From an optimization exercise on the open Yosys and OpenROAD flow, aimed at small area, a short achievable clock period and few clock cycles per item; shortcuts taken in it are not production practice.
At most, simulation tests tie the RTL to the original design; equivalence was not proved.
No functional check of the RTL was part of run 1.
Power and IR drop assume default switching activity.

## flow/design.v (module list and top-level ports; edited modules follow where they fit)
// module array_mul_top: 1909 lines
// module mul_fa: 4 lines
// module mul_ha: 4 lines
module array_mul_top (
   input  logic        clk,
   input  logic        arst_n,
   input  logic        in_valid,
   input  logic        para_mode,
   input  logic [15:0] a,
   input  logic [15:0] b,
   output logic        out_valid,
   output logic [31:0] p
);
  // ...
==> flow/run.sh <==
#!/bin/bash
# synth_recipe.tcl (not shown) runs the flow's synth.tcl, then flattens the netlist and writes it again
# the make line also repeats each setting of config.mk as NAME=value (left out here)
make -C /OpenROAD-flow-scripts/flow DESIGN_CONFIG=/design/flow/config.mk WORK_HOME=/design/flow/orfs CLKGATE_MAP_FILE= SYNTH_SCRIPT=/design/flow/synth_recipe.tcl finish
==> flow/config.mk <==
export PLATFORM = sky130hd
export DESIGN_NAME = array_mul_top
export DESIGN_NICKNAME = array_mul_top
export VERILOG_FILES = /design/flow/design.v
export SDC_FILE = /design/flow/constraint.sdc
export NUM_CORES = 4
export LEC_CHECK = 0
export CAP_MARGIN = 20
export CORE_MARGIN = 2
export CORE_UTILIZATION = 40
export SETUP_SLACK_MARGIN = 2.5
export SLEW_MARGIN = 20
export SYNTH_HIERARCHICAL = 1
export SYNTH_MINIMUM_KEEP_SIZE = 0
==> flow/constraint.sdc <==
create_clock -name core_clock -period 6.0 [get_ports {clk}]
set_input_delay 1.2000 -clock core_clock [delete_from_list [all_inputs] [get_ports {clk}]]
set_output_delay 1.2000 -clock core_clock [all_outputs]
set_load 0.01 [all_outputs]
==> reports/results.txt, run 1 <==
M1 WL: 9680 um
Synth area leaders: fa_1 44%, dfxtp_1 26%, nand2_1 10%
Nets@finish: 1190
Signal buffers: 86
Yosys warning count: 7
Hold slack final: 0.329 ns
Commonest non-fill, non-tap cell in the layout: nand2_1
Post-synthesis sequential area ratio: 0.268
Most frequent cells in the layout: 251 x nand2_1, 159 x fa_1, 129 x dfxtp_1, 55 x fa_2, 35 x clkdlybuf4s50_1
Clock Power: 0.00106 W
P_leak: 4.08 nW
HP Class: reg -> reg
Mux cell area share after synthesis: 0
CTS clk-pin slew, worst paths: 0.07 ns
Finished Layout Cells: 1248
Adder-cell area share of the yosys netlist: 0.475
R2R Setup Slk: 2.67 ns
Met3 routed WL: 1540 um
Crit Path Category: in -> reg
Worst Hold Depth: 0
Share of cells above drive strength 1: 0.200
HPWL Detailed: 17100 um
Slack of the critical path: 2.51 ns
Worst clock skew: 0.0155 ns
Mapped Cells: 886
Synthesized area: 9810 um2
Sequential cell area: 2630 um2
Main power group: combinational logic
Outcome: timing/DRC/antenna clean
Non-clk invs: 11
==> run 2: changes to the inputs <==
--- a/flow/design.v
+++ b/flow/design.v
@@ -924,145 +924,176 @@
    logic sm24;
    logic sm25;
    logic sm26;
    logic sm27;
    logic sm28;
    logic sm29;
    logic sm30;
    logic sm31;
-   logic hc4_q1;
-   logic hs5_q1;
-   logic hc5_q1;
+   logic hc2_q1;
+   logic hs3_q1;
+   logic hc3_q1;
+   logic fs8_q1;
+   logic fs9_q1;
+   logic fc9_q1;
+   logic fc13_q1;
+   logic fs14_q1;
+   logic fc14_q1;
+   logic fs18_q1;
    logic fs19_q1;
-   logic fs20_q1;
-   logic fc20_q1;
-   logic fs27_q1;
-   logic fc27_q1;
+   logic fc19_q1;
+   logic fs25_q1;
+   logic fs26_q1;
+   logic fc26_q1;
+   logic fs33_q1;
+   logic fc33_q1;
+   logic fs34_q1;
    logic fc34_q1;
-   logic fs35_q1;
-   logic fc35_q1;
+   logic fs40_q1;
+   logic fs41_q1;
    logic fs42_q1;
-   logic fs43_q1;
-   logic fc43_q1;
+   logic fc42_q1;
+   logic fs50_q1;
+   logic fs51_q1;
    logic fs52_q1;
-   logic fs53_q1;
-   logic fc53_q1;
+   logic fc52_q1;
+   logic fs61_q1;
+   logic fs62_q1;
+   logic fc62_q1;
    logic fs63_q1;
-   logic fs64_q1;
-   logic fc64_q1;
+   logic fc63_q1;
+   logic fs74_q1;
+   logic fc74_q1;
    logic fs75_q1;
-   logic fs76_q1;
-   logic fc76_q1;
-   logic fs88_q1;
-   logic fc88_q1;
-   logic fs89_q1;
-   logic fc89_q1;
+   logic fc75_q1;
+   logic fs84_q1;
+   logic fs85_q1;
+   logic fs86_q1;
+   logic fc86_q1;
+   logic fs87_q1;
+   logic fc87_q1;
+   logic fs98_q1;
    logic fs99_q1;
+   logic fc99_q1;
    logic fs100_q1;
-   logic fs101_q1;
-   logic fc101_q1;
-   logic fs113_q1;
-   logic fc113_q1;
-   logic fs114_q1;
-   logic fc114_q1;
+   logic fc100_q1;
+   logic fs109_q1;
+   logic fs110_q1;
+   logic fs111_q1;
+   logic fc111_q1;
+   logic fs112_q1;
+   logic fc112_q1;
+   logic fs124_q1;
+   logic fc124_q1;
    logic fs125_q1;
-   logic fs126_q1;
-   logic fc126_q1;
+   logic fc125_q1;
+   logic fs134_q1;
    logic fs135_q1;
+   logic fc135_q1;
    logic fs136_q1;
    logic fc136_q1;
-   logic fs137_q1;
-   logic fc137_q1;
+   logic fs144_q1;
+   logic fs145_q1;
    logic fs146_q1;
-   logic fs147_q1;
-   logic fc147_q1;
-   logic fs157_q1;
-   logic fc157_q1;
+   logic fc146_q1;
+   logic fs155_q1;
+   logic fc155_q1;
+   logic fs156_q1;
+   logic fc156_q1;
+   logic fs163_q1;
    logic fs164_q1;
-   logic fs165_q1;
-   logic fc165_q1;
+   logic fc164_q1;
+   logic fs169_q1;
+   logic fs170_q1;
+   logic fc170_q1;
    logic fs171_q1;
-   logic fs172_q1;
-   logic fc172_q1;
+   logic fc171_q1;
+   logic fs176_q1;
    logic fs177_q1;
    logic fc177_q1;
-   logic fs178_q1;
-   logic fc178_q1;
    logic fs183_q1;
-   logic fs188_q1;
-   logic fc188_q1;
-   logic fs191_q1;
-   logic fc191_q1;
+   logic fc183_q1;
+   logic fs186_q1;
+   logic fc186_q1;
+   logic fs187_q1;
+   logic fc187_q1;
+   logic fs190_q1;
    logic fs193_q1;
+   logic fc193_q1;
+   logic fs194_q1;
    logic p0_q1;
    logic p0_q2;
    logic p1_q1;
    logic p1_q2;
-   logic g6_q1;
-   logic p6_q1;
+   logic g4_q1;
+   logic p4_q1;
+   logic p15_q2;
+   logic g16_q2;
+   logic p16_q2;
+   logic p17_q2;
+   logic p18_q2;
+   logic p19_q2;
+   logic g20_q2;
+   logic p20_q2;
    logic p21_q2;
    logic p22_q2;
    logic p23_q2;
+   logic g24_q2;
    logic p24_q2;
    logic p25_q2;
    logic p26_q2;
    logic p27_q2;
    logic p28_q2;
-   logic g29_q1;
-   logic p29_q1;
    logic p29_q2;
    logic g30_q1;
    logic p30_q1;
    logic p30_q2;
-   logic cg2_q1;
-   logic cp2_q1;
+   logic cg8_q2;
+   logic cp8_q2;
+   logic cg10_q2;
+   logic cp10_q2;
+   logic cg12_q2;
+   logic cp12_q2;
    logic cg17_q1;
+   logic cg24_q2;
+   logic cp24_q2;
+   logic cg25_q2;
+   logic cp25_q2;
+   logic cg26_q2;
+   logic cp26_q2;
+   logic cg27_q2;
+   logic cp27_q2;
+   logic cg28_q2;
+   logic cp28_q2;
+   logic cg29_q2;
+   logic cp29_q2;
+   logic cg44_q2;
+   logic cp44_q2;
+   logic cg45_q2;
+   logic cp45_q2;
+   logic cg46_q2;
+   logic cp46_q2;
+   logic cg54_q2;
    logic cg55_q2;
-   logic cg56_q2;
-   logic cp56_q2;
-   logic cg57_q2;
-   logic cp57_q2;
-   logic cg58_q2;
-   logic cp58_q2;
-   logic cg59_q2;
-   logic cp59_q2;
-   logic cg60_q2;
-   logic cp60_q2;
-   logic cg61_q2;
-   logic cp61_q2;
-   logic cg62_q2;
-   logic cp62_q2;
-   logic cg68_q2;
-   logic cg69_q2;
-   logic cg70_q2;
-   logic cg71_q2;
    logic sm2_q1;
    logic sm2_q2;
    logic sm3_q1;
    logic sm3_q2;
-   logic sm4_q1;
    logic sm4_q2;
-   logic sm5_q1;
    logic sm5_q2;
    logic sm6_q2;
    logic sm7_q2;
    logic sm8_q2;
    logic sm9_q2;
    logic sm10_q2;
    logic sm11_q2;
    logic sm12_q2;
    logic sm13_q2;
    logic sm14_q2;
-   logic sm15_q2;
-   logic sm16_q2;
-   logic sm17_q2;
-   logic sm18_q2;
-   logic sm19_q2;
-   logic sm20_q2;
    assign pp_0_0 = ~(a0 & b0);
    assign pp_0_1 = ~(a1 & b0);
    assign pp_0_2 = ~(a2 & b0);
    assign pp_0_3 = ~(a3 & b0);
    assign pp_0_4 = ~(a4 & b0);
    assign pp_0_5 = ~(a5 & b0);
    assign pp_0_6 = ~(a6 & b0);
    assign pp_0_7 = ~(a7 & b0);
@@ -1318,234 +1349,234 @@
    mul_fa u_fa0 (.x(pp_0_3), .y(pp_1_2), .z(pp_2_1), .s(fs0), .c(fc0));
    mul_fa u_ha1 (.x(pp_3_0), .y(hc0), .z(1'b1), .s(hs1), .c(hc1));
    mul_fa u_fa1 (.x(pp_0_4), .y(pp_1_3), .z(pp_2_2), .s(fs1), .c(fc1));
    mul_fa u_fa2 (.x(pp_3_1), .y(pp_4_0), .z(fc0), .s(fs2), .c(fc2));
    mul_fa u_ha2 (.x(fs1), .y(hc1), .z(1'b1), .s(hs2), .c(hc2));
    mul_fa u_fa3 (.x(pp_0_5), .y(pp_1_4), .z(pp_2_3), .s(fs3), .c(fc3));
    mul_fa u_fa4 (.x(pp_3_2), .y(pp_4_1), .z(pp_5_0), .s(fs4), .c(fc4));
    mul_fa u_fa5 (.x(fc1), .y(fs3), .z(fs4), .s(fs5), .c(fc5));
-   mul_fa u_ha3 (.x(hc2), .y(fc2), .z(1'b1), .s(hs3), .c(hc3));
+   mul_fa u_ha3 (.x(fc2), .y(fs5), .z(1'b1), .s(hs3), .c(hc3));
    mul_fa u_fa6 (.x(pp_0_6), .y(pp_1_5), .z(pp_2_4), .s(fs6), .c(fc6));
    mul_fa u_fa7 (.x(pp_3_3), .y(pp_4_2), .z(pp_5_1), .s(fs7), .c(fc7));
    mul_fa u_fa8 (.x(pp_6_0), .y(fc3), .z(fc4), .s(fs8), .c(fc8));
    mul_fa u_fa9 (.x(fs6), .y(fs7), .z(fc5), .s(fs9), .c(fc9));
-   mul_fa u_ha4 (.x(fs8), .y(hc3), .z(1'b1), .s(hs4), .c(hc4));
+   mul_fa u_ha4 (.x(fs8_q1), .y(hc3_q1), .z(1'b1), .s(hs4), .c(hc4));
    mul_fa u_fa10 (.x(pp_0_7), .y(pp_1_6), .z(pp_2_5), .s(fs10), .c(fc10));
    mul_fa u_fa11 (.x(pp_3_4), .y(pp_4_3), .z(pp_5_2), .s(fs11), .c(fc11));
    mul_fa u_fa12 (.x(pp_6_1), .y(pp_7_0), .z(fc6), .s(fs12), .c(fc12));
    mul_fa u_fa13 (.x(fc7), .y(fs10), .z(fs11), .s(fs13), .c(fc13));
    mul_fa u_fa14 (.x(fc8), .y(fs12), .z(fs13), .s(fs14), .c(fc14));
-   mul_fa u_ha5 (.x(fc9), .y(fs14), .z(1'b1), .s(hs5), .c(hc5));
+   mul_fa u_ha5 (.x(fc9_q1), .y(fs14_q1), .z(1'b1), .s(hs5), .c(hc5));
    mul_fa u_fa15 (.x(pp_0_8), .y(pp_1_7), .z(pp_2_6), .s(fs15), .c(fc15));
    mul_fa u_fa16 (.x(pp_3_5), .y(pp_4_4), .z(pp_5_3), .s(fs16), .c(fc16));
    mul_fa u_fa17 (.x(pp_6_2), .y(pp_7_1), .z(pp_8_0), .s(fs17), .c(fc17));
    mul_fa u_fa18 (.x(fc10), .y(fc11), .z(fs15), .s(fs18), .c(fc18));
    mul_fa u_fa19 (.x(fs16), .y(fs17), .z(fc12), .s(fs19), .c(fc19));
-   mul_fa u_fa20 (.x(fc13), .y(fs18), .z(fc14), .s(fs20), .c(fc20));
-   mul_fa u_ha6 (.x(fs19_q1), .y(hc5_q1), .z(1'b1), .s(hs6), .c(hc6));
+   mul_fa u_fa20 (.x(fc13_q1), .y(fs18_q1), .z(fc14_q1), .s(fs20), .c(fc20));
+   mul_fa u_ha6 (.x(fs19_q1), .y(hc5), .z(1'b1), .s(hs6), .c(hc6));
    mul_fa u_fa21 (.x(pp_0_9), .y(pp_1_8), .z(pp_2_7), .s(fs21), .c(fc21));
    mul_fa u_fa22 (.x(pp_3_6), .y(pp_4_5), .z(pp_5_4), .s(fs22), .c(fc22));
    mul_fa u_fa23 (.x(pp_6_3), .y(pp_7_2), .z(pp_8_1), .s(fs23), .c(fc23));
    mul_fa u_fa24 (.x(pp_9_0), .y(fc15), .z(fc16), .s(fs24), .c(fc24));
    mul_fa u_fa25 (.x(fc17), .y(fs21), .z(fs22), .s(fs25), .c(fc25));
    mul_fa u_fa26 (.x(fs23), .y(fc18), .z(fs24), .s(fs26), .c(fc26));
-   mul_fa u_fa27 (.x(fs25), .y(fc19), .z(fs26), .s(fs27), .c(fc27));
-   mul_fa u_ha7 (.x(fc20_q1), .y(fs27_q1), .z(1'b1), .s(hs7), .c(hc7));
+   mul_fa u_fa27 (.x(fs25_q1), .y(fc19_q1), .z(fs26_q1), .s(fs27), .c(fc27));
+   mul_fa u_ha7 (.x(fc20), .y(fs27), .z(1'b1), .s(hs7), .c(hc7));
    mul_fa u_fa28 (.x(pp_0_10), .y(pp_1_9), .z(pp_2_8), .s(fs28), .c(fc28));
    mul_fa u_fa29 (.x(pp_3_7), .y(pp_4_6), .z(pp_5_5), .s(fs29), .c(fc29));
    mul_fa u_fa30 (.x(pp_6_4), .y(pp_7_3), .z(pp_8_2), .s(fs30), .c(fc30));
    mul_fa u_fa31 (.x(pp_9_1), .y(pp_10_0), .z(fc21), .s(fs31), .c(fc31));
    mul_fa u_fa32 (.x(fc22), .y(fc23), .z(fs28), .s(fs32), .c(fc32));
    mul_fa u_fa33 (.x(fs29), .y(fs30), .z(fc24), .s(fs33), .c(fc33));
    mul_fa u_fa34 (.x(fc25), .y(fs31), .z(fs32), .s(fs34), .c(fc34));
-   mul_fa u_fa35 (.x(fc26), .y(fs33), .z(fs34), .s(fs35), .c(fc35));
-   mul_fa u_ha8 (.x(fc27_q1), .y(fs35_q1), .z(1'b1), .s(hs8), .c(hc8));
+   mul_fa u_fa35 (.x(fc26_q1), .y(fs33_q1), .z(fs34_q1), .s(fs35), .c(fc35));
+   mul_fa u_ha8 (.x(fc27), .y(fs35), .z(1'b1), .s(hs8), .c(hc8));
    mul_fa u_fa36 (.x(pp_0_11), .y(pp_1_10), .z(pp_2_9), .s(fs36), .c(fc36));
    mul_fa u_fa37 (.x(pp_3_8), .y(pp_4_7), .z(pp_5_6), .s(fs37), .c(fc37));
    mul_fa u_fa38 (.x(pp_6_5), .y(pp_7_4), .z(pp_8_3), .s(fs38), .c(fc38));
    mul_fa u_fa39 (.x(pp_9_2), .y(pp_10_1), .z(pp_11_0), .s(fs39), .c(fc39));
    mul_fa u_fa40 (.x(fc28), .y(fc29), .z(fc30), .s(fs40), .c(fc40));
    mul_fa u_fa41 (.x(fs36), .y(fs37), .z(fs38), .s(fs41), .c(fc41));
    mul_fa u_fa42 (.x(fs39), .y(fc31), .z(fc32), .s(fs42), .c(fc42));
-   mul_fa u_fa43 (.x(fs40), .y(fs41), .z(fc33), .s(fs43), .c(fc43));
-   mul_fa u_fa44 (.x(fc34_q1), .y(fs42_q1), .z(fc35_q1), .s(fs44), .c(fc44));
-   mul_fa u_ha9 (.x(fs43_q1), .y(hc8), .z(1'b1), .s(hs9), .c(hc9));
+   mul_fa u_fa43 (.x(fs40_q1), .y(fs41_q1), .z(fc33_q1), .s(fs43), .c(fc43));
+   mul_fa u_fa44 (.x(fc34_q1), .y(fs42_q1), .z(fc35), .s(fs44), .c(fc44));
+   mul_fa u_ha9 (.x(fs43), .y(hc8), .z(1'b1), .s(hs9), .c(hc9));
    mul_fa u_fa45 (.x(pp_0_12), .y(pp_1_11), .z(pp_2_10), .s(fs45), .c(fc45));
    mul_fa u_fa46 (.x(pp_3_9), .y(pp_4_8), .z(pp_5_7), .s(fs46), .c(fc46));
    mul_fa u_fa47 (.x(pp_6_6), .y(pp_7_5), .z(pp_8_4), .s(fs47), .c(fc47));
    mul_fa u_fa48 (.x(pp_9_3), .y(pp_10_2), .z(pp_11_1), .s(fs48), .c(fc48));
    mul_fa u_fa49 (.x(pp_12_0), .y(fc36), .z(fc37), .s(fs49), .c(fc49));
    mul_fa u_fa50 (.x(fc38), .y(fc39), .z(fs45), .s(fs50), .c(fc50));
    mul_fa u_fa51 (.x(fs46), .y(fs47), .z(fs48), .s(fs51), .c(fc51));
    mul_fa u_fa52 (.x(fc40), .y(fc41), .z(fs49), .s(fs52), .c(fc52));
-   mul_fa u_fa53 (.x(fs50), .y(fs51), .z(fc42), .s(fs53), .c(fc53));
-   mul_fa u_fa54 (.x(fs52_q1), .y(fc43_q1), .z(fs53_q1), .s(fs54), .c(fc54));
+   mul_fa u_fa53 (.x(fs50_q1), .y(fs51_q1), .z(fc42_q1), .s(fs53), .c(fc53));
+   mul_fa u_fa54 (.x(fs52_q1), .y(fc43), .z(fs53), .s(fs54), .c(fc54));
    mul_fa u_ha10 (.x(fc44), .y(fs54), .z(1'b1), .s(hs10), .c(hc10));
    mul_fa u_fa55 (.x(pp_0_13), .y(pp_1_12), .z(pp_2_11), .s(fs55), .c(fc55));
    mul_fa u_fa56 (.x(pp_3_10), .y(pp_4_9), .z(pp_5_8), .s(fs56), .c(fc56));
    mul_fa u_fa57 (.x(pp_6_7), .y(pp_7_6), .z(pp_8_5), .s(fs57), .c(fc57));
    mul_fa u_fa58 (.x(pp_9_4), .y(pp_10_3), .z(pp_11_2), .s(fs58), .c(fc58));
    mul_fa u_fa59 (.x(pp_12_1), .y(pp_13_0), .z(fc45), .s(fs59), .c(fc59));
    mul_fa u_fa60 (.x(fc46), .y(fc47), .z(fc48), .s(fs60), .c(fc60));
    mul_fa u_fa61 (.x(fs55), .y(fs56), .z(fs57), .s(fs61), .c(fc61));
    mul_fa u_fa62 (.x(fs58), .y(fc49), .z(fc50), .s(fs62), .c(fc62));
    mul_fa u_fa63 (.x(fc51), .y(fs59), .z(fs60), .s(fs63), .c(fc63));
-   mul_fa u_fa64 (.x(fs61), .y(fc52), .z(fs62), .s(fs64), .c(fc64));
-   mul_fa u_fa65 (.x(fs63_q1), .y(fc53_q1), .z(fs64_q1), .s(fs65), .c(fc65));
+   mul_fa u_fa64 (.x(fs61_q1), .y(fc52_q1), .z(fs62_q1), .s(fs64), .c(fc64));
+   mul_fa u_fa65 (.x(fs63_q1), .y(fc53), .z(fs64), .s(fs65), .c(fc65));
    mul_fa u_ha11 (.x(fc54), .y(fs65), .z(1'b1), .s(hs11), .c(hc11));
    mul_fa u_fa66 (.x(pp_0_14), .y(pp_1_13), .z(pp_2_12), .s(fs66), .c(fc66));
    mul_fa u_fa67 (.x(pp_3_11), .y(pp_4_10), .z(pp_5_9), .s(fs67), .c(fc67));
    mul_fa u_fa68 (.x(pp_6_8), .y(pp_7_7), .z(pp_8_6), .s(fs68), .c(fc68));
    mul_fa u_fa69 (.x(pp_9_5), .y(pp_10_4), .z(pp_11_3), .s(fs69), .c(fc69));
    mul_fa u_fa70 (.x(pp_12_2), .y(pp_13_1), .z(pp_14_0), .s(fs70), .c(fc70));
    mul_fa u_fa71 (.x(fc55), .y(fc56), .z(fc57), .s(fs71), .c(fc71));
    mul_fa u_fa72 (.x(fc58), .y(fs66), .z(fs67), .s(fs72), .c(fc72));
    mul_fa u_fa73 (.x(fs68), .y(fs69), .z(fs70), .s(fs73), .c(fc73));
    mul_fa u_fa74 (.x(fc59), .y(fc60), .z(fc61), .s(fs74), .c(fc74));
    mul_fa u_fa75 (.x(fs71), .y(fs72), .z(fs73), .s(fs75), .c(fc75));
-   mul_fa u_fa76 (.x(fc62), .y(fc63), .z(fs74), .s(fs76), .c(fc76));
-   mul_fa u_fa77 (.x(fs75_q1), .y(fc64_q1), .z(fs76_q1), .s(fs77), .c(fc77));
+   mul_fa u_fa76 (.x(fc62_q1), .y(fc63_q1), .z(fs74_q1), .s(fs76), .c(fc76));
+   mul_fa u_fa77 (.x(fs75_q1), .y(fc64), .z(fs76), .s(fs77), .c(fc77));
    mul_fa u_ha12 (.x(fc65), .y(fs77), .z(1'b1), .s(hs12), .c(hc12));
    mul_fa u_fa78 (.x(pp_0_15), .y(pp_1_14), .z(pp_2_13), .s(fs78), .c(fc78));
    mul_fa u_fa79 (.x(pp_3_12), .y(pp_4_11), .z(pp_5_10), .s(fs79), .c(fc79));
    mul_fa u_fa80 (.x(pp_6_9), .y(pp_7_8), .z(pp_8_7), .s(fs80), .c(fc80));
    mul_fa u_fa81 (.x(pp_9_6), .y(pp_10_5), .z(pp_11_4), .s(fs81), .c(fc81));
    mul_fa u_fa82 (.x(pp_12_3), .y(pp_13_2), .z(pp_14_1), .s(fs82), .c(fc82));
    mul_fa u_fa83 (.x(pp_15_0), .y(fc66), .z(fc67), .s(fs83), .c(fc83));
    mul_fa u_fa84 (.x(fc68), .y(fc69), .z(fc70), .s(fs84), .c(fc84));
    mul_fa u_fa85 (.x(fs78), .y(fs79), .z(fs80), .s(fs85), .c(fc85));
    mul_fa u_fa86 (.x(fs81), .y(fs82), .z(fc71), .s(fs86), .c(fc86));
    mul_fa u_fa87 (.x(fc72), .y(fc73), .z(fs83), .s(fs87), .c(fc87));
-   mul_fa u_fa88 (.x(fs84), .y(fs85), .z(fc74), .s(fs88), .c(fc88));
-   mul_fa u_fa89 (.x(fc75), .y(fs86), .z(fs87), .s(fs89), .c(fc89));
-   mul_fa u_fa90 (.x(fc76_q1), .y(fs88_q1), .z(fs89_q1), .s(fs90), .c(fc90));
+   mul_fa u_fa88 (.x(fs84_q1), .y(fs85_q1), .z(fc74_q1), .s(fs88), .c(fc88));
+   mul_fa u_fa89 (.x(fc75_q1), .y(fs86_q1), .z(fs87_q1), .s(fs89), .c(fc89));
+   mul_fa u_fa90 (.x(fc76), .y(fs88), .z(fs89), .s(fs90), .c(fc90));
    mul_fa u_ha13 (.x(fc77), .y(fs90), .z(1'b1), .s(hs13), .c(hc13));
    mul_fa u_fa91 (.x(pp_1_15), .y(pp_2_14), .z(pp_3_13), .s(fs91), .c(fc91));
    mul_fa u_fa92 (.x(pp_4_12), .y(pp_5_11), .z(pp_6_10), .s(fs92), .c(fc92));
    mul_fa u_fa93 (.x(pp_7_9), .y(pp_8_8), .z(pp_9_7), .s(fs93), .c(fc93));
    mul_fa u_fa94 (.x(pp_10_6), .y(pp_11_5), .z(pp_12_4), .s(fs94), .c(fc94));
    mul_fa u_fa95 (.x(pp_13_3), .y(pp_14_2), .z(pp_15_1), .s(fs95), .c(fc95));
    mul_fa u_fa96 (.x(fc78), .y(fc79), .z(fc80), .s(fs96), .c(fc96));
    mul_fa u_fa97 (.x(fc81), .y(fc82), .z(fs91), .s(fs97), .c(fc97));
    mul_fa u_fa98 (.x(fs92), .y(fs93), .z(fs94), .s(fs98), .c(fc98));
    mul_fa u_fa99 (.x(fs95), .y(fc83), .z(fc84), .s(fs99), .c(fc99));
    mul_fa u_fa100 (.x(fc85), .y(fs96), .z(fs97), .s(fs100), .c(fc100));
-   mul_fa u_fa101 (.x(fs98), .y(fc86), .z(fc87), .s(fs101), .c(fc101));
-   mul_fa u_fa102 (.x(fs99_q1), .y(fs100_q1), .z(fc88_q1), .s(fs102), .c(fc102));
-   mul_fa u_fa103 (.x(fc89_q1), .y(fs101_q1), .z(fc90), .s(fs103), .c(fc103));
+   mul_fa u_fa101 (.x(fs98_q1), .y(fc86_q1), .z(fc87_q1), .s(fs101), .c(fc101));
+   mul_fa u_fa102 (.x(fs99_q1), .y(fs100_q1), .z(fc88), .s(fs102), .c(fc102));
+   mul_fa u_fa103 (.x(fc89), .y(fs101), .z(fc90), .s(fs103), .c(fc103));
    mul_fa u_ha14 (.x(fs102), .y(hc13), .z(1'b1), .s(hs14), .c(hc14));
    mul_fa u_fa104 (.x(pp_2_15), .y(pp_3_14), .z(pp_4_13), .s(fs104), .c(fc104));
    mul_fa u_fa105 (.x(pp_5_12), .y(pp_6_11), .z(pp_7_10), .s(fs105), .c(fc105));
    mul_fa u_fa106 (.x(pp_8_9), .y(pp_9_8), .z(pp_10_7), .s(fs106), .c(fc106));
    mul_fa u_fa107 (.x(pp_11_6), .y(pp_12_5), .z(pp_13_4), .s(fs107), .c(fc107));
    mul_fa u_fa108 (.x(pp_14_3), .y(pp_15_2), .z(fc91), .s(fs108), .c(fc108));
    mul_fa u_fa109 (.x(fc92), .y(fc93), .z(fc94), .s(fs109), .c(fc109));
    mul_fa u_fa110 (.x(fc95), .y(fs104), .z(fs105), .s(fs110), .c(fc110));
    mul_fa u_fa111 (.x(fs106), .y(fs107), .z(fc96), .s(fs111), .c(fc111));
    mul_fa u_fa112 (.x(fc97), .y(fc98), .z(fs108), .s(fs112), .c(fc112));
-   mul_fa u_fa113 (.x(fs109), .y(fs110), .z(fc99), .s(fs113), .c(fc113));
-   mul_fa u_fa114 (.x(fc100), .y(fs111), .z(fs112), .s(fs114), .c(fc114));
-   mul_fa u_fa115 (.x(fc101_q1), .y(fs113_q1), .z(fs114_q1), .s(fs115), .c(fc115));
+   mul_fa u_fa113 (.x(fs109_q1), .y(fs110_q1), .z(fc99_q1), .s(fs113), .c(fc113));
+   mul_fa u_fa114 (.x(fc100_q1), .y(fs111_q1), .z(fs112_q1), .s(fs114), .c(fc114));
+   mul_fa u_fa115 (.x(fc101), .y(fs113), .z(fs114), .s(fs115), .c(fc115));
    mul_fa u_fa116 (.x(fc102), .y(fs115), .z(fc103), .s(fs116), .c(fc116));
    mul_fa u_fa117 (.x(pp_3_15), .y(pp_4_14), .z(pp_5_13), .s(fs117), .c(fc117));
    mul_fa u_fa118 (.x(pp_6_12), .y(pp_7_11), .z(pp_8_10), .s(fs118), .c(fc118));
    mul_fa u_fa119 (.x(pp_9_9), .y(pp_10_8), .z(pp_11_7), .s(fs119), .c(fc119));
    mul_fa u_fa120 (.x(pp_12_6), .y(pp_13_5), .z(pp_14_4), .s(fs120), .c(fc120));
    mul_fa u_fa121 (.x(pp_15_3), .y(fc104), .z(fc105), .s(fs121), .c(fc121));
    mul_fa u_fa122 (.x(fc106), .y(fc107), .z(fs117), .s(fs122), .c(fc122));
    mul_fa u_fa123 (.x(fs118), .y(fs119), .z(fs120), .s(fs123), .c(fc123));
    mul_fa u_fa124 (.x(fc108), .y(fc109), .z(fc110), .s(fs124), .c(fc124));
    mul_fa u_fa125 (.x(fs121), .y(fs122), .z(fs123), .s(fs125), .c(fc125));
-   mul_fa u_fa126 (.x(fc111), .y(fc112), .z(fs124), .s(fs126), .c(fc126));
-   mul_fa u_fa127 (.x(fs125_q1), .y(fc113_q1), .z(fc114_q1), .s(fs127), .c(fc127));
-   mul_fa u_fa128 (.x(fs126_q1), .y(fc115), .z(fs127), .s(fs128), .c(fc128));
+   mul_fa u_fa126 (.x(fc111_q1), .y(fc112_q1), .z(fs124_q1), .s(fs126), .c(fc126));
+   mul_fa u_fa127 (.x(fs125_q1), .y(fc113), .z(fc114), .s(fs127), .c(fc127));
+   mul_fa u_fa128 (.x(fs126), .y(fc115), .z(fs127), .s(fs128), .c(fc128));
    mul_fa u_fa129 (.x(pp_4_15), .y(pp_5_14), .z(pp_6_13), .s(fs129), .c(fc129));
    mul_fa u_fa130 (.x(pp_7_12), .y(pp_8_11), .z(pp_9_10), .s(fs130), .c(fc130));
    mul_fa u_fa131 (.x(pp_10_9), .y(pp_11_8), .z(pp_12_7), .s(fs131), .c(fc131));
    mul_fa u_fa132 (.x(pp_13_6), .y(pp_14_5), .z(pp_15_4), .s(fs132), .c(fc132));
    mul_fa u_fa133 (.x(fc117), .y(fc118), .z(fc119), .s(fs133), .c(fc133));
    mul_fa u_fa134 (.x(fc120), .y(fs129), .z(fs130), .s(fs134), .c(fc134));
    mul_fa u_fa135 (.x(fs131), .y(fs132), .z(fc121), .s(fs135), .c(fc135));
    mul_fa u_fa136 (.x(fc122), .y(fc123), .z(fs133), .s(fs136), .c(fc136));
-   mul_fa u_fa137 (.x(fs134), .y(fc124), .z(fc125), .s(fs137), .c(fc137));
-   mul_fa u_fa138 (.x(fs135_q1), .y(fs136_q1), .z(fc126_q1), .s(fs138), .c(fc138));
-   mul_fa u_fa139 (.x(fs137_q1), .y(fc127), .z(fs138), .s(fs139), .c(fc139));
+   mul_fa u_fa137 (.x(fs134_q1), .y(fc124_q1), .z(fc125_q1), .s(fs137), .c(fc137));
+   mul_fa u_fa138 (.x(fs135_q1), .y(fs136_q1), .z(fc126), .s(fs138), .c(fc138));
+   mul_fa u_fa139 (.x(fs137), .y(fc127), .z(fs138), .s(fs139), .c(fc139));
    mul_fa u_fa140 (.x(pp_5_15), .y(pp_6_14), .z(pp_7_13), .s(fs140), .c(fc140));
    mul_fa u_fa141 (.x(pp_8_12), .y(pp_9_11), .z(pp_10_10), .s(fs141), .c(fc141));
    mul_fa u_fa142 (.x(pp_11_9), .y(pp_12_8), .z(pp_13_7), .s(fs142), .c(fc142));
    mul_fa u_fa143 (.x(pp_14_6), .y(pp_15_5), .z(fc129), .s(fs143), .c(fc143));
    mul_fa u_fa144 (.x(fc130), .y(fc131), .z(fc132), .s(fs144), .c(fc144));
    mul_fa u_fa145 (.x(fs140), .y(fs141), .z(fs142), .s(fs145), .c(fc145));
    mul_fa u_fa146 (.x(fc133), .y(fc134), .z(fs143), .s(fs146), .c(fc146));
-   mul_fa u_fa147 (.x(fs144), .y(fs145), .z(fc135), .s(fs147), .c(fc147));
-   mul_fa u_fa148 (.x(fc136_q1), .y(fs146_q1), .z(fc137_q1), .s(fs148), .c(fc148));
-   mul_fa u_fa149 (.x(fs147_q1), .y(fc138), .z(fs148), .s(fs149), .c(fc149));
+   mul_fa u_fa147 (.x(fs144_q1), .y(fs145_q1), .z(fc135_q1), .s(fs147), .c(fc147));
+   mul_fa u_fa148 (.x(fc136_q1), .y(fs146_q1), .z(fc137), .s(fs148), .c(fc148));
+   mul_fa u_fa149 (.x(fs147), .y(fc138), .z(fs148), .s(fs149), .c(fc149));
    mul_fa u_fa150 (.x(pp_6_15), .y(pp_7_14), .z(pp_8_13), .s(fs150), .c(fc150));
    mul_fa u_fa151 (.x(pp_9_12), .y(pp_10_11), .z(pp_11_10), .s(fs151), .c(fc151));
    mul_fa u_fa152 (.x(pp_12_9), .y(pp_13_8), .z(pp_14_7), .s(fs152), .c(fc152));
    mul_fa u_fa153 (.x(pp_15_6), .y(fc140), .z(fc141), .s(fs153), .c(fc153));
    mul_fa u_fa154 (.x(fc142), .y(fs150), .z(fs151), .s(fs154), .c(fc154));
    mul_fa u_fa155 (.x(fs152), .y(fc143), .z(fc144), .s(fs155), .c(fc155));
    mul_fa u_fa156 (.x(fc145), .y(fs153), .z(fs154), .s(fs156), .c(fc156));
-   mul_fa u_fa157 (.x(fc146), .y(fs155), .z(fs156), .s(fs157), .c(fc157));
-   mul_fa u_fa158 (.x(fc147_q1), .y(fs157_q1), .z(fc148), .s(fs158), .c(fc158));
+   mul_fa u_fa157 (.x(fc146_q1), .y(fs155_q1), .z(fs156_q1), .s(fs157), .c(fc157));
+   mul_fa u_fa158 (.x(fc147), .y(fs157), .z(fc148), .s(fs158), .c(fc158));
    mul_fa u_fa159 (.x(pp_7_15), .y(pp_8_14), .z(pp_9_13), .s(fs159), .c(fc159));
    mul_fa u_fa160 (.x(pp_10_12), .y(pp_11_11), .z(pp_12_10), .s(fs160), .c(fc160));
    mul_fa u_fa161 (.x(pp_13_9), .y(pp_14_8), .z(pp_15_7), .s(fs161), .c(fc161));
    mul_fa u_fa162 (.x(fc150), .y(fc151), .z(fc152), .s(fs162), .c(fc162));
    mul_fa u_fa163 (.x(fs159), .y(fs160), .z(fs161), .s(fs163), .c(fc163));
    mul_fa u_fa164 (.x(fc153), .y(fc154), .z(fs162), .s(fs164), .c(fc164));
-   mul_fa u_fa165 (.x(fs163), .y(fc155), .z(fc156), .s(fs165), .c(fc165));
-   mul_fa u_fa166 (.x(fs164_q1), .y(fc157_q1), .z(fs165_q1), .s(fs166), .c(fc166));
+   mul_fa u_fa165 (.x(fs163_q1), .y(fc155_q1), .z(fc156_q1), .s(fs165), .c(fc165));
+   mul_fa u_fa166 (.x(fs164_q1), .y(fc157), .z(fs165), .s(fs166), .c(fc166));
    mul_fa u_fa167 (.x(pp_8_15), .y(pp_9_14), .z(pp_10_13), .s(fs167), .c(fc167));
    mul_fa u_fa168 (.x(pp_11_12), .y(pp_12_11), .z(pp_13_10), .s(fs168), .c(fc168));
    mul_fa u_fa169 (.x(pp_14_9), .y(pp_15_8), .z(fc159), .s(fs169), .c(fc169));
    mul_fa u_fa170 (.x(fc160), .y(fc161), .z(fs167), .s(fs170), .c(fc170));
    mul_fa u_fa171 (.x(fs168), .y(fc162), .z(fc163), .s(fs171), .c(fc171));
-   mul_fa u_fa172 (.x(fs169), .y(fs170), .z(fc164), .s(fs172), .c(fc172));
-   mul_fa u_fa173 (.x(fs171_q1), .y(fc165_q1), .z(fs172_q1), .s(fs173), .c(fc173));
+   mul_fa u_fa172 (.x(fs169_q1), .y(fs170_q1), .z(fc164_q1), .s(fs172), .c(fc172));
+   mul_fa u_fa173 (.x(fs171_q1), .y(fc165), .z(fs172), .s(fs173), .c(fc173));
    mul_fa u_fa174 (.x(pp_9_15), .y(pp_10_14), .z(pp_11_13), .s(fs174), .c(fc174));
    mul_fa u_fa175 (.x(pp_12_12), .y(pp_13_11), .z(pp_14_10), .s(fs175), .c(fc175));
    mul_fa u_fa176 (.x(pp_15_9), .y(fc167), .z(fc168), .s(fs176), .c(fc176));
    mul_fa u_fa177 (.x(fs174), .y(fs175), .z(fc169), .s(fs177), .c(fc177));
-   mul_fa u_fa178 (.x(fc170), .y(fs176), .z(fc171), .s(fs178), .c(fc178));
-   mul_fa u_fa179 (.x(fs177_q1), .y(fc172_q1), .z(fs178_q1), .s(fs179), .c(fc179));
+   mul_fa u_fa178 (.x(fc170_q1), .y(fs176_q1), .z(fc171_q1), .s(fs178), .c(fc178));
+   mul_fa u_fa179 (.x(fs177_q1), .y(fc172), .z(fs178), .s(fs179), .c(fc179));
    mul_fa u_fa180 (.x(pp_10_15), .y(pp_11_14), .z(pp_12_13), .s(fs180), .c(fc180));
    mul_fa u_fa181 (.x(pp_13_12), .y(pp_14_11), .z(pp_15_10), .s(fs181), .c(fc181));
    mul_fa u_fa182 (.x(fc174), .y(fc175), .z(fs180), .s(fs182), .c(fc182));
    mul_fa u_fa183 (.x(fs181), .y(fc176), .z(fs182), .s(fs183), .c(fc183));
-   mul_fa u_fa184 (.x(fc177_q1), .y(fs183_q1), .z(fc178_q1), .s(fs184), .c(fc184));
+   mul_fa u_fa184 (.x(fc177_q1), .y(fs183_q1), .z(fc178), .s(fs184), .c(fc184));
    mul_fa u_fa185 (.x(pp_11_15), .y(pp_12_14), .z(pp_13_13), .s(fs185), .c(fc185));
    mul_fa u_fa186 (.x(pp_14_12), .y(pp_15_11), .z(fc180), .s(fs186), .c(fc186));
    mul_fa u_fa187 (.x(fc181), .y(fs185), .z(fc182), .s(fs187), .c(fc187));
-   mul_fa u_fa188 (.x(fs186), .y(fc183), .z(fs187), .s(fs188), .c(fc188));
+   mul_fa u_fa188 (.x(fs186_q1), .y(fc183_q1), .z(fs187_q1), .s(fs188), .c(fc188));
    mul_fa u_fa189 (.x(pp_12_15), .y(pp_13_14), .z(pp_14_13), .s(fs189), .c(fc189));
    mul_fa u_fa190 (.x(pp_15_12), .y(fc185), .z(fs189), .s(fs190), .c(fc190));
-   mul_fa u_fa191 (.x(fc186), .y(fs190), .z(fc187), .s(fs191), .c(fc191));
+   mul_fa u_fa191 (.x(fc186_q1), .y(fs190_q1), .z(fc187_q1), .s(fs191), .c(fc191));
    mul_fa u_fa192 (.x(pp_13_15), .y(pp_14_14), .z(pp_15_13), .s(fs192), .c(fc192));
    mul_fa u_fa193 (.x(fc189), .y(fs192), .z(fc190), .s(fs193), .c(fc193));
    mul_fa u_fa194 (.x(pp_14_15), .y(pp_15_14), .z(fc192), .s(fs194), .c(fc194));
    assign p0 = ~pp_0_0;
    assign g1 = pp_0_1 & pp_1_0;
    assign p1 = pp_0_1 ^ pp_1_0;
    assign g2 = pp_2_0 & hs0;
    assign p2 = pp_2_0 ^ hs0;
    assign g3 = fs0 & hs1;
    assign p3 = fs0 ^ hs1;
-   assign g4 = hs2 & fs2;
-   assign p4 = hs2 ^ fs2;
-   assign g5 = fs5 & hs3;
-   assign p5 = fs5 ^ hs3;
-   assign g6 = fs9 & hs4;
-   assign p6 = fs9 ^ hs4;
-   assign g7 = hc4_q1 & hs5_q1;
-   assign p7 = hc4_q1 ^ hs5_q1;
-   assign g8 = fs20_q1 & hs6;
-   assign p8 = fs20_q1 ^ hs6;
+   assign g4 = fs2 & hs2;
+   assign p4 = fs2 ^ hs2;
+   assign g5 = hc2_q1 & hs3_q1;
+   assign p5 = hc2_q1 ^ hs3_q1;
+   assign g6 = fs9_q1 & hs4;
+   assign p6 = fs9_q1 ^ hs4;
+   assign g7 = hc4 & hs5;
+   assign p7 = hc4 ^ hs5;
+   assign g8 = fs20 & hs6;
+   assign p8 = fs20 ^ hs6;
    assign g9 = hc6 & hs7;
    assign p9 = hc6 ^ hs7;
    assign g10 = hc7 & hs8;
    assign p10 = hc7 ^ hs8;
    assign g11 = fs44 & hs9;
    assign p11 = fs44 ^ hs9;
    assign g12 = hc9 & hs10;
    assign p12 = hc9 ^ hs10;
@@ -1570,33 +1601,33 @@
    assign g22 = fs166 & fc158;
    assign p22 = fs166 ^ fc158;
    assign g23 = fc166 & fs173;
    assign p23 = fc166 ^ fs173;
    assign g24 = fc173 & fs179;
    assign p24 = fc173 ^ fs179;
    assign g25 = fc179 & fs184;
    assign p25 = fc179 ^ fs184;
-   assign g26 = fs188_q1 & fc184;
-   assign p26 = fs188_q1 ^ fc184;
-   assign g27 = fc188_q1 & fs191_q1;
-   assign p27 = fc188_q1 ^ fs191_q1;
-   assign g28 = fs193_q1 & fc191_q1;
-   assign p28 = fs193_q1 ^ fc191_q1;
-   assign g29 = fs194 & fc193;
-   assign p29 = fs194 ^ fc193;
+   assign g26 = fs188 & fc184;
+   assign p26 = fs188 ^ fc184;
+   assign g27 = fc188 & fs191;
+   assign p27 = fc188 ^ fs191;
+   assign g28 = fs193_q1 & fc191;
+   assign p28 = fs193_q1 ^ fc191;
+   assign g29 = fs194_q1 & fc193_q1;
+   assign p29 = fs194_q1 ^ fc193_q1;
    assign g30 = pp_15_15 & fc194;
    assign p30 = pp_15_15 ^ fc194;
    assign cg0 = g1 | p1;
    assign cg1 = g3 | (p3 & g2);
    assign cp1 = p3 & p2;
-   assign cg2 = g5 | (p5 & g4);
-   assign cp2 = p5 & p4;
-   assign cg3 = g7 | (p7 & g6_q1);
-   assign cp3 = p7 & p6_q1;
+   assign cg2 = g5 | (p5 & g4_q1);
+   assign cp2 = p5 & p4_q1;
+   assign cg3 = g7 | (p7 & g6);
+   assign cp3 = p7 & p6;
    assign cg4 = g9 | (p9 & g8);
    assign cp4 = p9 & p8;
    assign cg5 = g11 | (p11 & g10);
    assign cp5 = p11 & p10;
    assign cg6 = g13 | (p13 & g12);
    assign cp6 = p13 & p12;
    assign cg7 = g15 | (p15 & g14);
    assign cp7 = p15 & p14;
@@ -1607,24 +1638,24 @@
    assign cg10 = g21 | (p21 & g20);
    assign cp10 = p21 & p20;
    assign cg11 = g23 | (p23 & g22);
    assign cp11 = p23 & p22;
    assign cg12 = g25 | (p25 & g24);
    assign cp12 = p25 & p24;
    assign cg13 = g27 | (p27 & g26);
    assign cp13 = p27 & p26;
-   assign cg14 = g29_q1 | (p29_q1 & g28);
-   assign cp14 = p29_q1 & p28;
+   assign cg14 = g29 | (p29 & g28);
+   assign cp14 = p29 & p28;
    assign cg16 = g2 | (p2 & cg0);
    assign cg17 = cg1 | (cp1 & cg0);
-   assign cg18 = g6_q1 | (p6_q1 & cg2_q1);
-   assign cp18 = p6_q1 & cp2_q1;
-   assign cg19 = cg3 | (cp3 & cg2_q1);
-   assign cp19 = cp3 & cp2_q1;
+   assign cg18 = g6 | (p6 & cg2);
+   assign cp18 = p6 & cp2;
+   assign cg19 = cg3 | (cp3 & cg2);
+   assign cp19 = cp3 & cp2;
    assign cg20 = g10 | (p10 & cg4);
    assign cp20 = p10 & cp4;
    assign cg21 = cg5 | (cp5 & cg4);
    assign cp21 = cp5 & cp4;
    assign cg22 = g14 | (p14 & cg6);
    assign cp22 = p14 & cp6;
    assign cg23 = cg7 | (cp7 & cg6);
    assign cp23 = cp7 & cp6;
@@ -1637,239 +1668,270 @@
    assign cg27 = cg11 | (cp11 & cg10);
    assign cp27 = cp11 & cp10;
    assign cg28 = g26 | (p26 & cg12);
    assign cp28 = p26 & cp12;
    assign cg29 = cg13 | (cp13 & cg12);
    assign cp29 = cp13 & cp12;
    assign cg30 = g30_q1 | (p30_q1 & cg14);
    assign cp30 = p30_q1 & cp14;
-   assign cg32 = g4 | (p4 & cg17);
-   assign cg33 = cg2_q1 | (cp2_q1 & cg17_q1);
+   assign cg32 = g4_q1 | (p4_q1 & cg17_q1);
+   assign cg33 = cg2 | (cp2 & cg17_q1);
    assign cg34 = cg18 | (cp18 & cg17_q1);
    assign cg35 = cg19 | (cp19 & cg17_q1);
    assign cg36 = g12 | (p12 & cg21);
    assign cp36 = p12 & cp21;
    assign cg37 = cg6 | (cp6 & cg21);
    assign cp37 = cp6 & cp21;
    assign cg38 = cg22 | (cp22 & cg21);
    assign cp38 = cp22 & cp21;
    assign cg39 = cg23 | (cp23 & cg21);
    assign cp39 = cp23 & cp21;
-   assign cg40 = g20 | (p20 & cg25);
-   assign cp40 = p20 & cp25;
-   assign cg41 = cg10 | (cp10 & cg25);
-   assign cp41 = cp10 & cp25;
-   assign cg42 = cg26 | (cp26 & cg25);
-   assign cp42 = cp26 & cp25;
-   assign cg43 = cg27 | (cp27 & cg25);
-   assign cp43 = cp27 & cp25;
+   assign cg40 = g20_q2 | (p20_q2 & cg25_q2);
+   assign cp40 = p20_q2 & cp25_q2;
+   assign cg41 = cg10_q2 | (cp10_q2 & cg25_q2);
+   assign cp41 = cp10_q2 & cp25_q2;
+   assign cg42 = cg26_q2 | (cp26_q2 & cg25_q2);
+   assign cp42 = cp26_q2 & cp25_q2;
+   assign cg43 = cg27_q2 | (cp27_q2 & cg25_q2);
+   assign cp43 = cp27_q2 & cp25_q2;
    assign cg44 = g28 | (p28 & cg29);
    assign cp44 = p28 & cp29;
    assign cg45 = cg14 | (cp14 & cg29);
    assign cp45 = cp14 & cp29;
    assign cg46 = cg30 | (cp30 & cg29);
    assign cp46 = cp30 & cp29;
    assign cg48 = g8 | (p8 & cg35);
    assign cg49 = cg4 | (cp4 & cg35);
    assign cg50 = cg20 | (cp20 & cg35);
    assign cg51 = cg21 | (cp21 & cg35);
    assign cg52 = cg36 | (cp36 & cg35);
    assign cg53 = cg37 | (cp37 & cg35);
    assign cg54 = cg38 | (cp38 & cg35);
    assign cg55 = cg39 | (cp39 & cg35);
-   assign cg56 = g24 | (p24 & cg43);
-   assign cp56 = p24 & cp43;
-   assign cg57 = cg12 | (cp12 & cg43);
-   assign cp57 = cp12 & cp43;
-   assign cg58 = cg28 | (cp28 & cg43);
-   assign cp58 = cp28 & cp43;
-   assign cg59 = cg29 | (cp29 & cg43);
-   assign cp59 = cp29 & cp43;
-   assign cg60 = cg44 | (cp44 & cg43);
-   assign cp60 = cp44 & cp43;
-   assign cg61 = cg45 | (cp45 & cg43);
-   assign cp61 = cp45 & cp43;
-   assign cg62 = cg46 | (cp46 & cg43);
-   assign cp62 = cp46 & cp43;
-   assign cg64 = g16 | (p16 & cg55);
-   assign cg65 = cg8 | (cp8 & cg55);
-   assign cg66 = cg24 | (cp24 & cg55);
-   assign cg67 = cg25 | (cp25 & cg55);
-   assign cg68 = cg40 | (cp40 & cg55);
-   assign cg69 = cg41 | (cp41 & cg55);
-   assign cg70 = cg42 | (cp42 & cg55);
-   assign cg71 = cg43 | (cp43 & cg55);
-   assign cg72 = cg56_q2 | (cp56_q2 & cg55_q2);
-   assign cg73 = cg57_q2 | (cp57_q2 & cg55_q2);
-   assign cg74 = cg58_q2 | (cp58_q2 & cg55_q2);
-   assign cg75 = cg59_q2 | (cp59_q2 & cg55_q2);
-   assign cg76 = cg60_q2 | (cp60_q2 & cg55_q2);
-   assign cg77 = cg61_q2 | (cp61_q2 & cg55_q2);
-   assign cg78 = cg62_q2 | (cp62_q2 & cg55_q2);
+   assign cg56 = g24_q2 | (p24_q2 & cg43);
+   assign cp56 = p24_q2 & cp43;
+   assign cg57 = cg12_q2 | (cp12_q2 & cg43);
+   assign cp57 = cp12_q2 & cp43;
+   assign cg58 = cg28_q2 | (cp28_q2 & cg43);
+   assign cp58 = cp28_q2 & cp43;
+   assign cg59 = cg29_q2 | (cp29_q2 & cg43);
+   assign cp59 = cp29_q2 & cp43;
+   assign cg60 = cg44_q2 | (cp44_q2 & cg43);
+   assign cp60 = cp44_q2 & cp43;
+   assign cg61 = cg45_q2 | (cp45_q2 & cg43);
+   assign cp61 = cp45_q2 & cp43;
+   assign cg62 = cg46_q2 | (cp46_q2 & cg43);
+   assign cp62 = cp46_q2 & cp43;
+   assign cg64 = g16_q2 | (p16_q2 & cg55_q2);
+   assign cg65 = cg8_q2 | (cp8_q2 & cg55_q2);
+   assign cg66 = cg24_q2 | (cp24_q2 & cg55_q2);
+   assign cg67 = cg25_q2 | (cp25_q2 & cg55_q2);
+   assign cg68 = cg40 | (cp40 & cg55_q2);
+   assign cg69 = cg41 | (cp41 & cg55_q2);
+   assign cg70 = cg42 | (cp42 & cg55_q2);
+   assign cg71 = cg43 | (cp43 & cg55_q2);
+   assign cg72 = cg56 | (cp56 & cg55_q2);
+   assign cg73 = cg57 | (cp57 & cg55_q2);
+   assign cg74 = cg58 | (cp58 & cg55_q2);
+   assign cg75 = cg59 | (cp59 & cg55_q2);
+   assign cg76 = cg60 | (cp60 & cg55_q2);
+   assign cg77 = cg61 | (cp61 & cg55_q2);
+   assign cg78 = cg62 | (cp62 & cg55_q2);
    assign sm2 = ~(p2 ^ cg0);
    assign sm3 = ~(p3 ^ cg16);
-   assign sm4 = ~(p4 ^ cg17);
+   assign sm4 = ~(p4_q1 ^ cg17_q1);
    assign sm5 = ~(p5 ^ cg32);
-   assign sm6 = ~(p6_q1 ^ cg33);
+   assign sm6 = ~(p6 ^ cg33);
    assign sm7 = ~(p7 ^ cg34);
    assign sm8 = ~(p8 ^ cg35);
    assign sm9 = ~(p9 ^ cg48);
    assign sm10 = ~(p10 ^ cg49);
    assign sm11 = ~(p11 ^ cg50);
    assign sm12 = ~(p12 ^ cg51);
    assign sm13 = ~(p13 ^ cg52);
    assign sm14 = ~(p14 ^ cg53);
-   assign sm15 = ~(p15 ^ cg54);
-   assign sm16 = ~(p16 ^ cg55);
-   assign sm17 = ~(p17 ^ cg64);
-   assign sm18 = ~(p18 ^ cg65);
-   assign sm19 = ~(p19 ^ cg66);
-   assign sm20 = ~(p20 ^ cg67);
-   assign sm21 = ~(p21_q2 ^ cg68_q2);
-   assign sm22 = ~(p22_q2 ^ cg69_q2);
-   assign sm23 = ~(p23_q2 ^ cg70_q2);
-   assign sm24 = ~(p24_q2 ^ cg71_q2);
+   assign sm15 = ~(p15_q2 ^ cg54_q2);
+   assign sm16 = ~(p16_q2 ^ cg55_q2);
+   assign sm17 = ~(p17_q2 ^ cg64);
+   assign sm18 = ~(p18_q2 ^ cg65);
+   assign sm19 = ~(p19_q2 ^ cg66);
+   assign sm20 = ~(p20_q2 ^ cg67);
+   assign sm21 = ~(p21_q2 ^ cg68);
+   assign sm22 = ~(p22_q2 ^ cg69);
+   assign sm23 = ~(p23_q2 ^ cg70);
+   assign sm24 = ~(p24_q2 ^ cg71);
    assign sm25 = ~(p25_q2 ^ cg72);
    assign sm26 = ~(p26_q2 ^ cg73);
    assign sm27 = ~(p27_q2 ^ cg74);
    assign sm28 = ~(p28_q2 ^ cg75);
    assign sm29 = ~(p29_q2 ^ cg76);
    assign sm30 = ~(p30_q2 ^ cg77);
    assign sm31 = ~cg78;
    always_ff @(posedge clk) begin
-      hc4_q1 <= hc4;
-      hs5_q1 <= hs5;
-      hc5_q1 <= hc5;
+      hc2_q1 <= hc2;
+      hs3_q1 <= hs3;
+      hc3_q1 <= hc3;
+      fs8_q1 <= fs8;
+      fs9_q1 <= fs9;
+      fc9_q1 <= fc9;
+      fc13_q1 <= fc13;
+      fs14_q1 <= fs14;
+      fc14_q1 <= fc14;
+      fs18_q1 <= fs18;
       fs19_q1 <= fs19;
-      fs20_q1 <= fs20;
-      fc20_q1 <= fc20;
-      fs27_q1 <= fs27;
-      fc27_q1 <= fc27;
+      fc19_q1 <= fc19;
+      fs25_q1 <= fs25;
+      fs26_q1 <= fs26;
+      fc26_q1 <= fc26;
+      fs33_q1 <= fs33;
+      fc33_q1 <= fc33;
+      fs34_q1 <= fs34;
       fc34_q1 <= fc34;
-      fs35_q1 <= fs35;
-      fc35_q1 <= fc35;
+      fs40_q1 <= fs40;
+      fs41_q1 <= fs41;
       fs42_q1 <= fs42;
-      fs43_q1 <= fs43;
-      fc43_q1 <= fc43;
+      fc42_q1 <= fc42;
+      fs50_q1 <= fs50;
+      fs51_q1 <= fs51;
       fs52_q1 <= fs52;
-      fs53_q1 <= fs53;
-      fc53_q1 <= fc53;
+      fc52_q1 <= fc52;
+      fs61_q1 <= fs61;
+      fs62_q1 <= fs62;
+      fc62_q1 <= fc62;
       fs63_q1 <= fs63;
-      fs64_q1 <= fs64;
-      fc64_q1 <= fc64;
+      fc63_q1 <= fc63;
+      fs74_q1 <= fs74;
+      fc74_q1 <= fc74;
       fs75_q1 <= fs75;
-      fs76_q1 <= fs76;
-      fc76_q1 <= fc76;
-      fs88_q1 <= fs88;
-      fc88_q1 <= fc88;
-      fs89_q1 <= fs89;
-      fc89_q1 <= fc89;
+      fc75_q1 <= fc75;
+      fs84_q1 <= fs84;
+      fs85_q1 <= fs85;
+      fs86_q1 <= fs86;
+      fc86_q1 <= fc86;
+      fs87_q1 <= fs87;
+      fc87_q1 <= fc87;
+      fs98_q1 <= fs98;
       fs99_q1 <= fs99;
+      fc99_q1 <= fc99;
       fs100_q1 <= fs100;
-      fs101_q1 <= fs101;
-      fc101_q1 <= fc101;
-      fs113_q1 <= fs113;
-      fc113_q1 <= fc113;
-      fs114_q1 <= fs114;
-      fc114_q1 <= fc114;
+      fc100_q1 <= fc100;
+      fs109_q1 <= fs109;
+      fs110_q1 <= fs110;
+      fs111_q1 <= fs111;
+      fc111_q1 <= fc111;
+      fs112_q1 <= fs112;
+      fc112_q1 <= fc112;
+      fs124_q1 <= fs124;
+      fc124_q1 <= fc124;
       fs125_q1 <= fs125;
-      fs126_q1 <= fs126;
-      fc126_q1 <= fc126;
+      fc125_q1 <= fc125;
+      fs134_q1 <= fs134;
       fs135_q1 <= fs135;
+      fc135_q1 <= fc135;
       fs136_q1 <= fs136;
       fc136_q1 <= fc136;
-      fs137_q1 <= fs137;
-      fc137_q1 <= fc137;
+      fs144_q1 <= fs144;
+      fs145_q1 <= fs145;
       fs146_q1 <= fs146;
-      fs147_q1 <= fs147;
-      fc147_q1 <= fc147;
-      fs157_q1 <= fs157;
-      fc157_q1 <= fc157;
+      fc146_q1 <= fc146;
+      fs155_q1 <= fs155;
+      fc155_q1 <= fc155;
+      fs156_q1 <= fs156;
+      fc156_q1 <= fc156;
+      fs163_q1 <= fs163;
       fs164_q1 <= fs164;
-      fs165_q1 <= fs165;
-      fc165_q1 <= fc165;
+      fc164_q1 <= fc164;
+      fs169_q1 <= fs169;
+      fs170_q1 <= fs170;
+      fc170_q1 <= fc170;
       fs171_q1 <= fs171;
-      fs172_q1 <= fs172;
-      fc172_q1 <= fc172;
+      fc171_q1 <= fc171;
+      fs176_q1 <= fs176;
       fs177_q1 <= fs177;
       fc177_q1 <= fc177;
-      fs178_q1 <= fs178;
-      fc178_q1 <= fc178;
       fs183_q1 <= fs183;
-      fs188_q1 <= fs188;
-      fc188_q1 <= fc188;
-      fs191_q1 <= fs191;
-      fc191_q1 <= fc191;
+      fc183_q1 <= fc183;
+      fs186_q1 <= fs186;
+      fc186_q1 <= fc186;
+      fs187_q1 <= fs187;
+      fc187_q1 <= fc187;
+      fs190_q1 <= fs190;
       fs193_q1 <= fs193;
+      fc193_q1 <= fc193;
+      fs194_q1 <= fs194;
       p0_q1 <= p0;
       p0_q2 <= p0_q1;
       p1_q1 <= p1;
       p1_q2 <= p1_q1;
-      g6_q1 <= g6;
-      p6_q1 <= p6;
+      g4_q1 <= g4;
+      p4_q1 <= p4;
+      p15_q2 <= p15;
+      g16_q2 <= g16;
+      p16_q2 <= p16;
+      p17_q2 <= p17;
+      p18_q2 <= p18;
+      p19_q2 <= p19;
+      g20_q2 <= g20;
+      p20_q2 <= p20;
       p21_q2 <= p21;
       p22_q2 <= p22;
       p23_q2 <= p23;
+      g24_q2 <= g24;
       p24_q2 <= p24;
       p25_q2 <= p25;
       p26_q2 <= p26;
       p27_q2 <= p27;
       p28_q2 <= p28;
-      g29_q1 <= g29;
-      p29_q1 <= p29;
-      p29_q2 <= p29_q1;
+      p29_q2 <= p29;
       g30_q1 <= g30;
       p30_q1 <= p30;
       p30_q2 <= p30_q1;
-      cg2_q1 <= cg2;
-      cp2_q1 <= cp2;
+      cg8_q2 <= cg8;
+      cp8_q2 <= cp8;
+      cg10_q2 <= cg10;
+      cp10_q2 <= cp10;
+      cg12_q2 <= cg12;
+      cp12_q2 <= cp12;
       cg17_q1 <= cg17;
+      cg24_q2 <= cg24;
+      cp24_q2 <= cp24;
+      cg25_q2 <= cg25;
+      cp25_q2 <= cp25;
+      cg26_q2 <= cg26;
+      cp26_q2 <= cp26;
+      cg27_q2 <= cg27;
+      cp27_q2 <= cp27;
+      cg28_q2 <= cg28;
+      cp28_q2 <= cp28;
+      cg29_q2 <= cg29;
+      cp29_q2 <= cp29;
+      cg44_q2 <= cg44;
+      cp44_q2 <= cp44;
+      cg45_q2 <= cg45;
+      cp45_q2 <= cp45;
+      cg46_q2 <= cg46;
+      cp46_q2 <= cp46;
+      cg54_q2 <= cg54;
       cg55_q2 <= cg55;
-      cg56_q2 <= cg56;
-      cp56_q2 <= cp56;
-      cg57_q2 <= cg57;
-      cp57_q2 <= cp57;
-      cg58_q2 <= cg58;
-      cp58_q2 <= cp58;
-      cg59_q2 <= cg59;
-      cp59_q2 <= cp59;
-      cg60_q2 <= cg60;
-      cp60_q2 <= cp60;
-      cg61_q2 <= cg61;
-      cp61_q2 <= cp61;
-      cg62_q2 <= cg62;
-      cp62_q2 <= cp62;
-      cg68_q2 <= cg68;
-      cg69_q2 <= cg69;
-      cg70_q2 <= cg70;
-      cg71_q2 <= cg71;
       sm2_q1 <= sm2;
       sm2_q2 <= sm2_q1;
       sm3_q1 <= sm3;
       sm3_q2 <= sm3_q1;
-      sm4_q1 <= sm4;
-      sm4_q2 <= sm4_q1;
-      sm5_q1 <= sm5;
-      sm5_q2 <= sm5_q1;
+      sm4_q2 <= sm4;
+      sm5_q2 <= sm5;
       sm6_q2 <= sm6;
       sm7_q2 <= sm7;
       sm8_q2 <= sm8;
       sm9_q2 <= sm9;
       sm10_q2 <= sm10;
       sm11_q2 <= sm11;
       sm12_q2 <= sm12;
       sm13_q2 <= sm13;
       sm14_q2 <= sm14;
-      sm15_q2 <= sm15;
-      sm16_q2 <= sm16;
-      sm17_q2 <= sm17;
-      sm18_q2 <= sm18;
-      sm19_q2 <= sm19;
-      sm20_q2 <= sm20;
    end
    logic [1:0] vld;
    always_ff @(posedge clk or negedge arst_n) begin
       if (!arst_n) begin
          vld <= '0;
       end else begin
          vld <= {vld[0:0], in_valid};
       end
@@ -1885,22 +1947,22 @@
    assign p[7] = sm7_q2;
    assign p[8] = sm8_q2;
    assign p[9] = sm9_q2;
    assign p[10] = sm10_q2;
    assign p[11] = sm11_q2;
    assign p[12] = sm12_q2;
    assign p[13] = sm13_q2;
    assign p[14] = sm14_q2;
-   assign p[15] = sm15_q2;
-   assign p[16] = sm16_q2;
-   assign p[17] = sm17_q2;
-   assign p[18] = sm18_q2;
-   assign p[19] = sm19_q2;
-   assign p[20] = sm20_q2;
+   assign p[15] = sm15;
+   assign p[16] = sm16;
+   assign p[17] = sm17;
+   assign p[18] = sm18;
+   assign p[19] = sm19;
+   assign p[20] = sm20;
    assign p[21] = sm21;
    assign p[22] = sm22;
    assign p[23] = sm23;
    assign p[24] = sm24;
    assign p[25] = sm25;
    assign p[26] = sm26;
    assign p[27] = sm27;
    assign p[28] = sm28;
==> flow/config.mk (replaced) <==
export PLATFORM = sky130hd
export DESIGN_NAME = array_mul_top
export DESIGN_NICKNAME = array_mul_top
export VERILOG_FILES = /design/flow/design.v
export SDC_FILE = /design/flow/constraint.sdc
export NUM_CORES = 4
export LEC_CHECK = 0
export CAP_MARGIN = 20
export CORE_MARGIN = 2
export CORE_UTILIZATION = 40
export SETUP_SLACK_MARGIN = 3.3
export SLEW_MARGIN = 20
export SYNTH_HIERARCHICAL = 1
export SYNTH_MINIMUM_KEEP_SIZE = 0
==> run 2 against run 1 <==
Effect of this change:
- still clean
- synthesized cell count rose by 0.23%
- sequential share of layout area rose by 1.8 points
- die area grew 3.9%
- setup slack improved by 0.51 ns
- clock skew decreased by 0.0027 ns
- maximum frequency increased by 17%
- synthesized area increased by 4.0%
- critical endpoint is now fs125_q1$_DFF_P_
==> reports/results.txt, run 2 <==
Outcome: timing/DRC/antenna clean (unchanged)
Global-route wire length before repair: 37700 um (was 37200 um)
Post-synthesis sequential area ratio: 0.319 (was 0.268)
Initial antenna violation count: 0 (unchanged)
CTS H-tree lvls: 4 (unchanged)
P_leak: 4.86 nW (was 4.08 nW)
Max-cap violations: 0 (unchanged)
Port Buffers: 68 (unchanged)
Sequential cell area: 3260 um2 (was 2630 um2)
CTS buffer count: 17 (unchanged)
Main synth FF type: dfxtp_1 (unchanged)
CP endpoint: fs125_q1$_DFF_P_ (was fs126_q1$_DFF_P_)
CP max-delay cell: fa_2 (was fa_1)
Setup TNS: 0 ns (unchanged)
Number of global-route vias before repair: 7087 (was 6805)
Synthesized area: 10200 um2 (was 9810 um2)
Most frequent cells in the layout: 191 x nand2_1, 156 x dfxtp_1, 121 x fa_2, 91 x fa_1, 51 x nand2_2 (was 251 x nand2_1, 159 x fa_1, 129 x dfxtp_1, 55 x fa_2, 35 x clkdlybuf4s50_1)
Crit Path Max Fanout: 8 (was 9)
Multi-input logic area: 7290 um2 (was 7010 um2)
CTS clk-pin slew, worst paths: 0.08 ns (was 0.07 ns)
HPWL Detailed: 16300 um (was 17100 um)
Crit path largest cell delay: 0.59 ns (was 0.50 ns)
Reg with most FFs: vld (unchanged)
Largest net degree at the start of global routing: 20 (was 18)
R2R Setup Slk: 3.02 ns (was 2.67 ns)
Final hold viol count: 0 (unchanged)
Cell row count: 58 (was 57)
Setup violations, final: 0 (unchanged)
Nets@finish: 1244 (was 1190)
Crit path required time: 6.31 ns (was 6.29 ns)
HP Class: reg -> reg (unchanged)
Fin. max-slew vios: 0 (unchanged)
Worst-Skew Late Latency: 0.44 ns (was 0.43 ns)
Yosys warning count: 7 (unchanged)
Period utilisation layout: 0.496 (was 0.581)
Slack of the critical path: 3.02 ns (was 2.51 ns)
Share of cells above drive strength 1: 0.395 (was 0.200)
Drt first pass iters: 5 (was 6)
Area fraction of the dominant cell type after synthesis: 0.416 (was 0.437)
Netlist cell types: 32 (was 46)
Final instance area: 13100 um2 (was 11400 um2)
Mapped Cells: 888 (was 886)
Ports: 69 (unchanged)
Commonest non-fill, non-tap cell in the layout: nand2_1 (unchanged)
Congestion Overflow GR: 0 (unchanged)
Synth area leaders: fa_1 42%, dfxtp_1 31%, nand2_1 9.4% (was fa_1 44%, dfxtp_1 26%, nand2_1 10%)
Crit Path Category: in -> reg (unchanged)
Worst clock skew: 0.0128 ns (was 0.0155 ns)
Hold slack final: 0.318 ns (was 0.329 ns)
run 2: cell count changes in the layout (fill, tap and decap cells not counted), moves of 6 or more:
cell,before,now
nand2_1,251,191
a21oi_2,3,9
fa_2,55,121
buf_4,16,36
fa_1,159,91
nor2_1,10,3
buf_12,1,16
buf_6,4,43
nand2_4,1,13
dfxtp_1,129,156
a21oi_1,18,9
clkdlybuf4s50_1,35,18
nand2_2,13,51
run 2: repair_timing:
action | in CTS | in global routing
hold buffers | 0 | 0
gates resized for setup | 413 | 64
gates cloned | 1 | 0
endpoints found under the setup margin | 125 | 68
setup buffers | 49 | 19
pin swaps | 80 | 61
run 2: where the power goes:
| group | total [W] | internal, W | switching, W |
|---|---|---|---|
| Sequential | 0.00164 | 0.00148 | 0.000158 |
| Combinational | 0.00329 | 0.00169 | 0.00159 |
| Clock | 0.00111 | 0.000569 | 0.000538 |
| Total | 0.00603 | 0.00374 | 0.00229 |
run 2: worst max-delay path, delay by kind of cell:
family        cells  cell delay, ns
buf+inv           2            0.30
simple gates      2            0.28
fa+ha+maj         3            1.49
run 2: final cells by class:
cell class,instances,share of cell area
clock buffers,17,0.0324
clock inverters,15,0.0140
inverters,11,0.00314
multi-input cells,633,0.555
flip-flops and latches,162,0.248
well taps,330,0.0314
repair buffers,139,0.116
run 2: worst min path at each step:
stage / end / from / depth (start not counted) / slack (ns)
after floorplan: p0_q2$_DFF_P_ / p0_q1$_DFF_P_ / 0 / 0.31
after global placement: p0_q2$_DFF_P_ / p0_q1$_DFF_P_ / 0 / 0.31
after detailed placement: p0_q2$_DFF_P_ / p0_q1$_DFF_P_ / 0 / 0.31
after CTS: p1_q2$_DFF_P_ / p1_q1$_DFF_P_ / 0 / 0.32
after global routing: p1_q2$_DFF_P_ / p1_q1$_DFF_P_ / 0 / 0.32
final: p1_q2$_DFF_P_ / p1_q1$_DFF_P_ / 0 / 0.32
run 2: logic make-up after synthesis:
| logic type | Yosys count | synth area share |
|---|---|---|
| other | 1 | 0.000368 |
| adder cells (fa/ha/maj) | 244 | 0.455 |
| buffers and inverters | 107 | 0.0511 |
| AO/OA/AOI/OAI | 50 | 0.0346 |
| AND/OR/NAND/NOR | 301 | 0.120 |
| flip-flops | 162 | 0.319 |
| XOR/XNOR | 23 | 0.0197 |
run 2: per-layer routing:
metal | track usage | wire (um) | part of all wire | up-vias
met4 | 0.0558 | 440 | 0.019 | 0
met3 | 0.0384 | 1840 | 0.079 | 34
li1 | - | - | - | 2827
met1 | 0.255 | 9610 | 0.41 | 3324
met5 | 0 | 0 | 0 | -
met2 | 0.298 | 11300 | 0.49 | 266
run 2: Yosys stat by module, one instance, submodules excluded:
module / flops+latches / copies in the design / cells inside
array_mul_top: 162 / 1 / 678
mul_fa: 0 / 210 / 1
run 2: stage by stage:
stage | power (W) | instances
6_report | 0.00603 | 1307
5_1_grt | 0.00660 | 1307
4_1_cts | 0.00601 | 1288
3_5_place_dp | 0.00457 | 1206
3_3_place_gp | 0.00451 | 1206
2_1_floorplan | 0.00390 | 902
Testbench counts of run 2, summed over its fixed seeds: cycles 4,008, items 4,000.
